This design comes from an exercise in tuning for a short achievable clock period and few clock cycles on the open sky130 flow, not from production work. The RTL of this run was laid out without a check of its function.

File: flow/config.mk
export PLATFORM = sky130hd
export DESIGN_NAME = subleq_mc_core
export DESIGN_NICKNAME = subleq_mc_core
export VERILOG_FILES = /design/flow/design.v
export SDC_FILE = /design/flow/constraint.sdc
export NUM_CORES = 4
export LEC_CHECK = 0
export ABC_CLOCK_PERIOD_IN_PS = 2000
export CAP_MARGIN = 20
export CORE_MARGIN = 2
export CORE_UTILIZATION = 55
export SETUP_SLACK_MARGIN = 3.0
export SLEW_MARGIN = 20
export TNS_END_PERCENT = 100
File: flow/design.v
package subleq_pkg;
    localparam int OP_W   = 2;
    localparam int COND_W = 64;
    typedef enum logic [1:0] {
        OP_SUB = 2'b00,
        OP_IMM = 2'b01,
        OP_IN  = 2'b10,
        OP_OUT = 2'b11
    } op_e;
    typedef enum logic [2:0] {
        ST_FETCH,
        ST_RD_A,
        ST_RD_B,
        ST_EXEC,
        ST_WAIT_IN,
        ST_WAIT_OUT,
        ST_HALT
    } state_e;
    function automatic int instr_width(input int addr_w, input int iaddr_w);
        instr_width = OP_W + 2 * addr_w + iaddr_w;
    endfunction
    function automatic int field_c_lsb();
        field_c_lsb = 0;
    endfunction
    function automatic int field_b_lsb(input int iaddr_w);
        field_b_lsb = iaddr_w;
    endfunction
    function automatic int field_a_lsb(input int addr_w, input int iaddr_w);
        field_a_lsb = iaddr_w + addr_w;
    endfunction
    function automatic int field_op_lsb(input int addr_w, input int iaddr_w);
        field_op_lsb = iaddr_w + 2 * addr_w;
    endfunction
    function automatic logic branch_taken(input logic signed [COND_W-1:0] r);
        branch_taken = (r <= 0);
    endfunction
endpackage
module subleq_dmem #(
    parameter int DATA_W = 8,
    parameter int ADDR_W = 8
) (
    input  logic                 clk,
    input  logic                 we,
    input  logic [2**ADDR_W-1:0] wsel,
    input  logic [DATA_W-1:0]    d,
    input  logic [2**ADDR_W-1:0] rsel0,
    output logic [DATA_W-1:0]    q0,
    input  logic [2**ADDR_W-1:0] rsel1,
    output logic [DATA_W-1:0]    q1,
    input  logic [2**ADDR_W-1:0] rsel2,
    output logic [DATA_W-1:0]    q2,
    input  logic [2**ADDR_W-1:0] rsel3,
    output logic [DATA_W-1:0]    q3
);
    localparam int WORDS = 2**ADDR_W;
    logic [WORDS-1:0][DATA_W-1:0] mem;
    for (genvar i = 0; i < WORDS; i++) begin : g_word
        always_ff @(posedge clk) begin
            if (we && wsel[i]) begin
                mem[i] <= d;
            end
        end
    end
    always_comb begin
        q0 = '0;
        q1 = '0;
        q2 = '0;
        q3 = '0;
        for (int i = 0; i < WORDS; i++) begin
            q0 = q0 | (mem[i] & {DATA_W{rsel0[i]}});
            q1 = q1 | (mem[i] & {DATA_W{rsel1[i]}});
            q2 = q2 | (mem[i] & {DATA_W{rsel2[i]}});
            q3 = q3 | (mem[i] & {DATA_W{rsel3[i]}});
        end
    end
endmodule
module subleq_mc_core #(
    parameter int DATA_W  = 8,
    parameter int ADDR_W  = 8,
    parameter int IADDR_W = 8
) (
    input  logic                              clk,
    input  logic                              rst,
    output logic [IADDR_W-1:0]                imem_addr,
    input  logic [2+2*ADDR_W+IADDR_W-1:0]     imem_data,
    input  logic [DATA_W-1:0]                 in_data,
    input  logic                              in_valid,
    output logic                              in_ready,
    output logic [DATA_W-1:0]                 out_data,
    output logic                              out_valid,
    input  logic                              out_ready,
    output logic                              halted
);
    localparam int INSTR_W = subleq_pkg::instr_width(ADDR_W, IADDR_W);
    localparam int C_LSB   = subleq_pkg::field_c_lsb();
    localparam int B_LSB   = subleq_pkg::field_b_lsb(IADDR_W);
    localparam int A_LSB   = subleq_pkg::field_a_lsb(ADDR_W, IADDR_W);
    localparam int OP_LSB  = subleq_pkg::field_op_lsb(ADDR_W, IADDR_W);
    localparam int WORDS   = 2**ADDR_W;
    localparam int IC_W    = 6;               
    localparam int ICN     = 2**IC_W;
    localparam int TAG_W   = IADDR_W - IC_W;
    function automatic logic [255:0] dec8(input logic [7:0] x);
        logic [15:0] lo, hi;
        lo = 16'b0;
        hi = 16'b0;
        for (int j = 0; j < 16; j++) begin
            lo[j] = (x[3:0] == 4'(j));
            hi[j] = (x[7:4] == 4'(j));
        end
        for (int j = 0; j < 256; j++) begin
            dec8[j] = hi[j / 16] & lo[j % 16];
        end
    endfunction
    function automatic logic [8:0] sub8(input logic [7:0] x, input logic [7:0] y);
        logic [7:0] g, p, gg, pp, gn, pn;
        logic [7:0] c;
        g  = x & ~y;
        p  = ~(x ^ y);
        gg = g;
        pp = p;
        gg[0] = g[0] | p[0];     
        for (int d = 1; d < 8; d = d * 2) begin
            gn = gg;
            pn = pp;
            for (int i = d; i < 8; i++) begin
                gn[i] = gg[i] | (pp[i] & gg[i - d]);
                pn[i] = pp[i] & pp[i - d];
            end
            gg = gn;
            pp = pn;
        end
        c    = {gg[6:0], 1'b1};
        sub8 = {&p, p ^ c};
    endfunction
    function automatic logic [8:0] exec(input logic [1:0] op, input logic [7:0] ma, input logic [7:0] mb,
                                        input logic [7:0] imm, input logic [7:0] din);
        logic [8:0] rs, ri;
        rs = sub8(mb, ma);
        ri = sub8(ma, imm);
        case (op)
            subleq_pkg::OP_SUB: exec = {rs[8] | rs[7], rs[7:0]};
            subleq_pkg::OP_IMM: exec = {ri[8] | ri[7], ri[7:0]};
            subleq_pkg::OP_IN:  exec = {subleq_pkg::branch_taken(subleq_pkg::COND_W'(signed'(din))), din};
            default:            exec = {1'b0, din};
        endcase
    endfunction
    logic [IADDR_W-1:0]   fpc;        
    logic                 iv;         
    logic                 use_a;      
    logic                 hp;         
    logic [1:0]           bs_op, ba_op;
    logic [ADDR_W-1:0]    bs_b, ba_b;
    logic [IADDR_W-1:0]   bs_c, ba_c;
    logic [IADDR_W-1:0]   bs_pc, ba_pc;
    logic                 bs_hc, ba_hc;
    logic                 bs_sq, ba_sq;
    logic [WORDS-1:0]     bs_sa, ba_sa;
    logic [WORDS-1:0]     bs_sb, ba_sb;
    logic [WORDS-1:0]     bs_sd, ba_sd;
    logic [ICN-1:0]       bs_sc, ba_sc;
    logic [ICN-1:0][INSTR_W-1:0]    ic;
    logic [ICN-1:0][TAG_W-1:0]      ict;
    logic [ICN-1:0]                 icv;
    logic [ICN-1:0]                 fsel;
    logic [INSTR_W-1:0]             icq_s, icq_a, icq;
    logic [TAG_W-1:0]               tag_s, tag_a;
    logic                           v_s, v_a;
    logic                           hit_s, hit_a, hit;
    logic [DATA_W-1:0]    ma_s, mb_s, ma_a, mb_a;
    logic [8:0]           ex_s, ex_a;
    logic [1:0]           op;
    logic [IADDR_W-1:0]   cur_c;
    logic [IADDR_W-1:0]   cur_pc;
    logic                 cur_hc;
    logic                 cur_sq;
    logic [DATA_W-1:0]    r;
    logic                 take;
    logic                 out_busy;
    logic                 out_next;
    logic                 go;
    logic                 halt;
    logic                 jump;
    logic                 adv;        
    logic                 bank_en;    
    logic                 nx_use_a;
    logic                 ram_we;
    assign imem_addr = fpc;
    subleq_dmem #(
        .DATA_W (DATA_W),
        .ADDR_W (ADDR_W)
    ) u_dmem (
        .clk   (clk),
        .we    (ram_we),
        .wsel  (use_a ? ba_sd : bs_sd),
        .d     (r),
        .rsel0 (bs_sa),
        .q0    (ma_s),
        .rsel1 (bs_sb),
        .q1    (mb_s),
        .rsel2 (ba_sa),
        .q2    (ma_a),
        .rsel3 (ba_sb),
        .q3    (mb_a)
    );
    assign ex_s   = exec(bs_op, ma_s, mb_s, bs_b, in_data);
    assign ex_a   = exec(ba_op, ma_a, mb_a, ba_b, in_data);
    assign op     = use_a ? ba_op : bs_op;
    assign cur_c  = use_a ? ba_c  : bs_c;
    assign cur_pc = use_a ? ba_pc : bs_pc;
    assign cur_hc = use_a ? ba_hc : bs_hc;
    assign cur_sq = use_a ? ba_sq : bs_sq;
    assign r      = use_a ? ex_a[7:0] : ex_s[7:0];
    assign take   = use_a ? ex_a[8]   : ex_s[8];
    assign out_busy = out_valid && !out_ready;
    always_comb begin
        case (op)
            subleq_pkg::OP_IN:  go = iv && in_valid;
            subleq_pkg::OP_OUT: go = iv && !out_busy;
            default:            go = iv;
        endcase
    end
    assign halt     = take && cur_hc;
    assign jump     = take && !cur_hc && !cur_sq;
    assign ram_we   = go && !rst && (op != subleq_pkg::OP_OUT);
    assign out_next = out_busy || (go && op == subleq_pkg::OP_OUT);
    always_comb begin
        icq_s = '0;
        icq_a = '0;
        tag_s = '0;
        tag_a = '0;
        v_s   = 1'b0;
        v_a   = 1'b0;
        for (int i = 0; i < ICN; i++) begin
            icq_s = icq_s | (ic[i] & {INSTR_W{bs_sc[i]}});
            icq_a = icq_a | (ic[i] & {INSTR_W{ba_sc[i]}});
            tag_s = tag_s | (ict[i] & {TAG_W{bs_sc[i]}});
            tag_a = tag_a | (ict[i] & {TAG_W{ba_sc[i]}});
            v_s   = v_s | (icv[i] & bs_sc[i]);
            v_a   = v_a | (icv[i] & ba_sc[i]);
        end
        fsel = '0;
        fsel[fpc[IC_W-1:0]] = 1'b1;
    end
    assign hit_s = v_s && (tag_s == bs_c[IADDR_W-1:IC_W]);
    assign hit_a = v_a && (tag_a == ba_c[IADDR_W-1:IC_W]);
    assign icq   = use_a ? icq_a : icq_s;
    assign hit   = use_a ? hit_a : hit_s;
    for (genvar i = 0; i < ICN; i++) begin : g_ic
        always_ff @(posedge clk) begin
            if (!rst && fsel[i]) begin
                ic[i]  <= imem_data;
                ict[i] <= fpc[IADDR_W-1:IC_W];
            end
        end
    end
    always_ff @(posedge clk) begin
        if (rst) begin
            icv <= '0;
        end else begin
            icv <= icv | fsel;
        end
    end
    assign adv      = !hp && (!iv || (go && !halt && !(jump && !hit)));
    assign nx_use_a = iv && jump && hit;
    assign bank_en  = !hp && (!iv || go);
    subleq_cand #(
        .ADDR_W  (ADDR_W),
        .IADDR_W (IADDR_W),
        .IC_W    (IC_W)
    ) u_bank_s (
        .clk (clk),
        .en  (bank_en),
        .ins (imem_data),
        .pc  (fpc),
        .op  (bs_op),
        .b   (bs_b),
        .c   (bs_c),
        .pcq (bs_pc),
        .hc  (bs_hc),
        .sq  (bs_sq),
        .sa  (bs_sa),
        .sb  (bs_sb),
        .sd  (bs_sd),
        .sc  (bs_sc)
    );
    subleq_cand #(
        .ADDR_W  (ADDR_W),
        .IADDR_W (IADDR_W),
        .IC_W    (IC_W)
    ) u_bank_a (
        .clk (clk),
        .en  (bank_en),
        .ins (icq),
        .pc  (cur_c),
        .op  (ba_op),
        .b   (ba_b),
        .c   (ba_c),
        .pcq (ba_pc),
        .hc  (ba_hc),
        .sq  (ba_sq),
        .sa  (ba_sa),
        .sb  (ba_sb),
        .sd  (ba_sd),
        .sc  (ba_sc)
    );
    always_ff @(posedge clk) begin
        if (rst) begin
            fpc       <= '0;
            iv        <= 1'b0;
            use_a     <= 1'b0;
            in_ready  <= 1'b0;
            hp        <= 1'b0;
            halted    <= 1'b0;
            out_valid <= 1'b0;
            out_data  <= '0;
        end else begin
            out_valid <= out_next;
            if (go && op == subleq_pkg::OP_OUT) begin
                out_data <= use_a ? ma_a : ma_s;
            end
            if (adv) begin
                iv       <= 1'b1;
                use_a    <= nx_use_a;
                in_ready <= (nx_use_a ? icq[OP_LSB +: 2] : imem_data[OP_LSB +: 2]) == subleq_pkg::OP_IN;
                fpc      <= nx_use_a ? cur_c + IADDR_W'(1) : fpc + IADDR_W'(1);
            end else if (go) begin
                iv       <= 1'b0;
                use_a    <= 1'b0;
                in_ready <= 1'b0;
                fpc      <= halt ? cur_pc : cur_c;
                hp       <= halt;
            end
            if ((hp || (go && halt)) && !out_next) begin
                halted <= 1'b1;
            end
        end
    end
endmodule
module subleq_cand #(
    parameter int ADDR_W  = 8,
    parameter int IADDR_W = 8,
    parameter int IC_W    = 6
) (
    input  logic                          clk,
    input  logic                          en,
    input  logic [2+2*ADDR_W+IADDR_W-1:0] ins,
    input  logic [IADDR_W-1:0]            pc,
    output logic [1:0]                    op,
    output logic [ADDR_W-1:0]             b,      
    output logic [IADDR_W-1:0]            c,
    output logic [IADDR_W-1:0]            pcq,
    output logic                          hc,     
    output logic                          sq,     
    output logic [2**ADDR_W-1:0]          sa,     
    output logic [2**ADDR_W-1:0]          sb,     
    output logic [2**ADDR_W-1:0]          sd,     
    output logic [2**IC_W-1:0]            sc      
);
    localparam int C_LSB  = subleq_pkg::field_c_lsb();
    localparam int B_LSB  = subleq_pkg::field_b_lsb(IADDR_W);
    localparam int A_LSB  = subleq_pkg::field_a_lsb(ADDR_W, IADDR_W);
    localparam int OP_LSB = subleq_pkg::field_op_lsb(ADDR_W, IADDR_W);
    function automatic logic [255:0] dec8(input logic [7:0] x);
        logic [15:0] lo, hi;
        lo = 16'b0;
        hi = 16'b0;
        for (int j = 0; j < 16; j++) begin
            lo[j] = (x[3:0] == 4'(j));
            hi[j] = (x[7:4] == 4'(j));
        end
        for (int j = 0; j < 256; j++) begin
            dec8[j] = hi[j / 16] & lo[j % 16];
        end
    endfunction
    logic [1:0]         i_op;
    logic [ADDR_W-1:0]  i_a;
    logic [ADDR_W-1:0]  i_b;
    logic [IADDR_W-1:0] i_c;
    assign i_op = ins[OP_LSB +: 2];
    assign i_a  = ins[A_LSB +: ADDR_W];
    assign i_b  = ins[B_LSB +: ADDR_W];
    assign i_c  = ins[C_LSB +: IADDR_W];
    always_ff @(posedge clk) begin
        if (en) begin
            op  <= i_op;
            b   <= i_b;
            c   <= i_c;
            pcq <= pc;
            hc  <= (i_c == pc);
            sq  <= (i_c == pc + IADDR_W'(1));
            sa  <= dec8(i_a);
            sb  <= dec8(i_b);
            sd  <= dec8((i_op == subleq_pkg::OP_IMM) ? i_a : i_b);
            for (int j = 0; j < 2**IC_W; j++) begin
                sc[j] <= (i_c[IC_W-1:0] == IC_W'(j));
            end
        end
    end
endmodule
File: flow/constraint.sdc
create_clock -name core_clock -period 6.0 [get_ports {clk}]
set_input_delay 1.2000 -clock core_clock [delete_from_list [all_inputs] [get_ports {clk}]]
set_output_delay 1.2000 -clock core_clock [all_outputs]
set_load 0.01 [all_outputs]
File: flow/run.sh
#!/bin/bash
# synth_recipe.tcl (not shown) runs the flow's synth.tcl, then flattens the netlist and writes it again
# the make line also repeats each setting of config.mk as NAME=value (left out here)
make -C /OpenROAD-flow-scripts/flow DESIGN_CONFIG=/design/flow/config.mk WORK_HOME=/design/flow/orfs CLKGATE_MAP_FILE= SYNTH_SCRIPT=/design/flow/synth_recipe.tcl finish
==> impl_metrics.tcl <==
set metrics [dict create \
    synth_seq_area_share 0.674 \
    syn_nets 18000 \
    gp_congestion 2.67 \
    async_flop_share 0 \
    synth_top_area_frac 0.667 \
    synth_edf_count 5560 \
    yosysUniqueCellTypes 75 \
    placed_area_um2 305000 \
    grt_max_degree 157 \
    boundaryPins 57 \
    cts_hold_buf 0 \
    ys_ff_latch 5646 \
    start_util 0.552 \
    root_buffer "clkbuf_16" \
    die_h_um 678 \
    firstError "[ERROR GRT-0116] Global routing finished with congestion. Check the congestion regions in the DRC Viewer." \
    synth_top_cells_by_count "edfxtp_1 (5,560), a221oi_1 (2,035), a22o_1 (2,008), nor2_1 (2,007), a22oi_1 (1,806)" \
    cts.sinks 5646 \
    grt_pass1_wl_mm 4280 \
    status "did not finish" \
    synth_ff_type "edfxtp_1" \
    yosys_warnings 3 \
    haltStage "global routing (5_1_grt)" \
    synth_top_cell_by_area "edfxtp_1" \
    syn_inst 18000 \
    grt_pass1_vias 316000 \
    synth_area_um2 250000 \
    port_buffers 56 \
    cts_buffer_depth 4 \
    hpwl_mm 2470 \
    grt_usage 1.50 \
    die_x_um 678 \
    grt_overflow 172000 \
    placed_cells 28100 \
    rows 247 \
    synth.most_common_cell "edfxtp_1" \
    synth_area_leaders "edfxtp_1 (67%), a221oi_1 (7.1%), a22o_1 (7.0%), a22oi_1 (5.4%), nor2_1 (3.0%)" \
    syn-mean-instance-area_um2 13.9 \
    cts_buffers 565 \
    htree_levels 6 \
]
[how the worst max path moves through the flow]
| stage | from | to | slack, ps | depth (start not counted) |
|---|---|---|---|---|
| 3_5_place_dp | u_dmem.mem[521] | u_dmem.mem[1615] | -1190 | 22 |
| 2_1_floorplan | out_ready | fpc[0] | -26680 | 9 |
| 3_3_place_gp | u_dmem.mem[521] | u_dmem.mem[135] | -1650 | 22 |
| 4_1_cts | u_dmem.mem[521] | fpc[2] | 50 | 26 |
[through the flow]
step            util  setup slack, ps
2_1_floorplan      -           -26680
3_3_place_gp   0.674            -1650
3_5_place_dp   0.674            -1190
4_1_cts        0.721             53.4
[layer usage]
metal  overflow  GRT usage
met4      14500       1.30
met5       2104       1.12
met1      41900       1.38
met3      18300       1.20
met2      95500       2.00
[repair_timing]
| action | CTS |
|---|---|
| setup buffers | 113 |
| pin swaps | 52 |
| cloned | 5 |
| setup endpoints to repair | 8697 |
| gates resized for setup | 215 |
[power groups by stage]
| stage | combinational, mW | clock (mW) | sequential [mW] |
|---|---|---|---|
| after floorplan | 9.85 | 0 | 50.2 |
| after global placement | 63.6 | 0 | 55.9 |
| after detailed placement | 63.7 | 0 | 56.1 |
| after CTS | 65.8 | 36.5 | 55.2 |
[cell families after synthesis]
logic type,synth area share
AO/OA/AOI/OAI,0.204
XOR/XNOR,0.00278
adder cells (fa/ha/maj),0.00202
buffers and inverters,0.0285
flip-flops,0.674
multiplexers,0.0130
AND/OR/NAND/NOR,0.0749
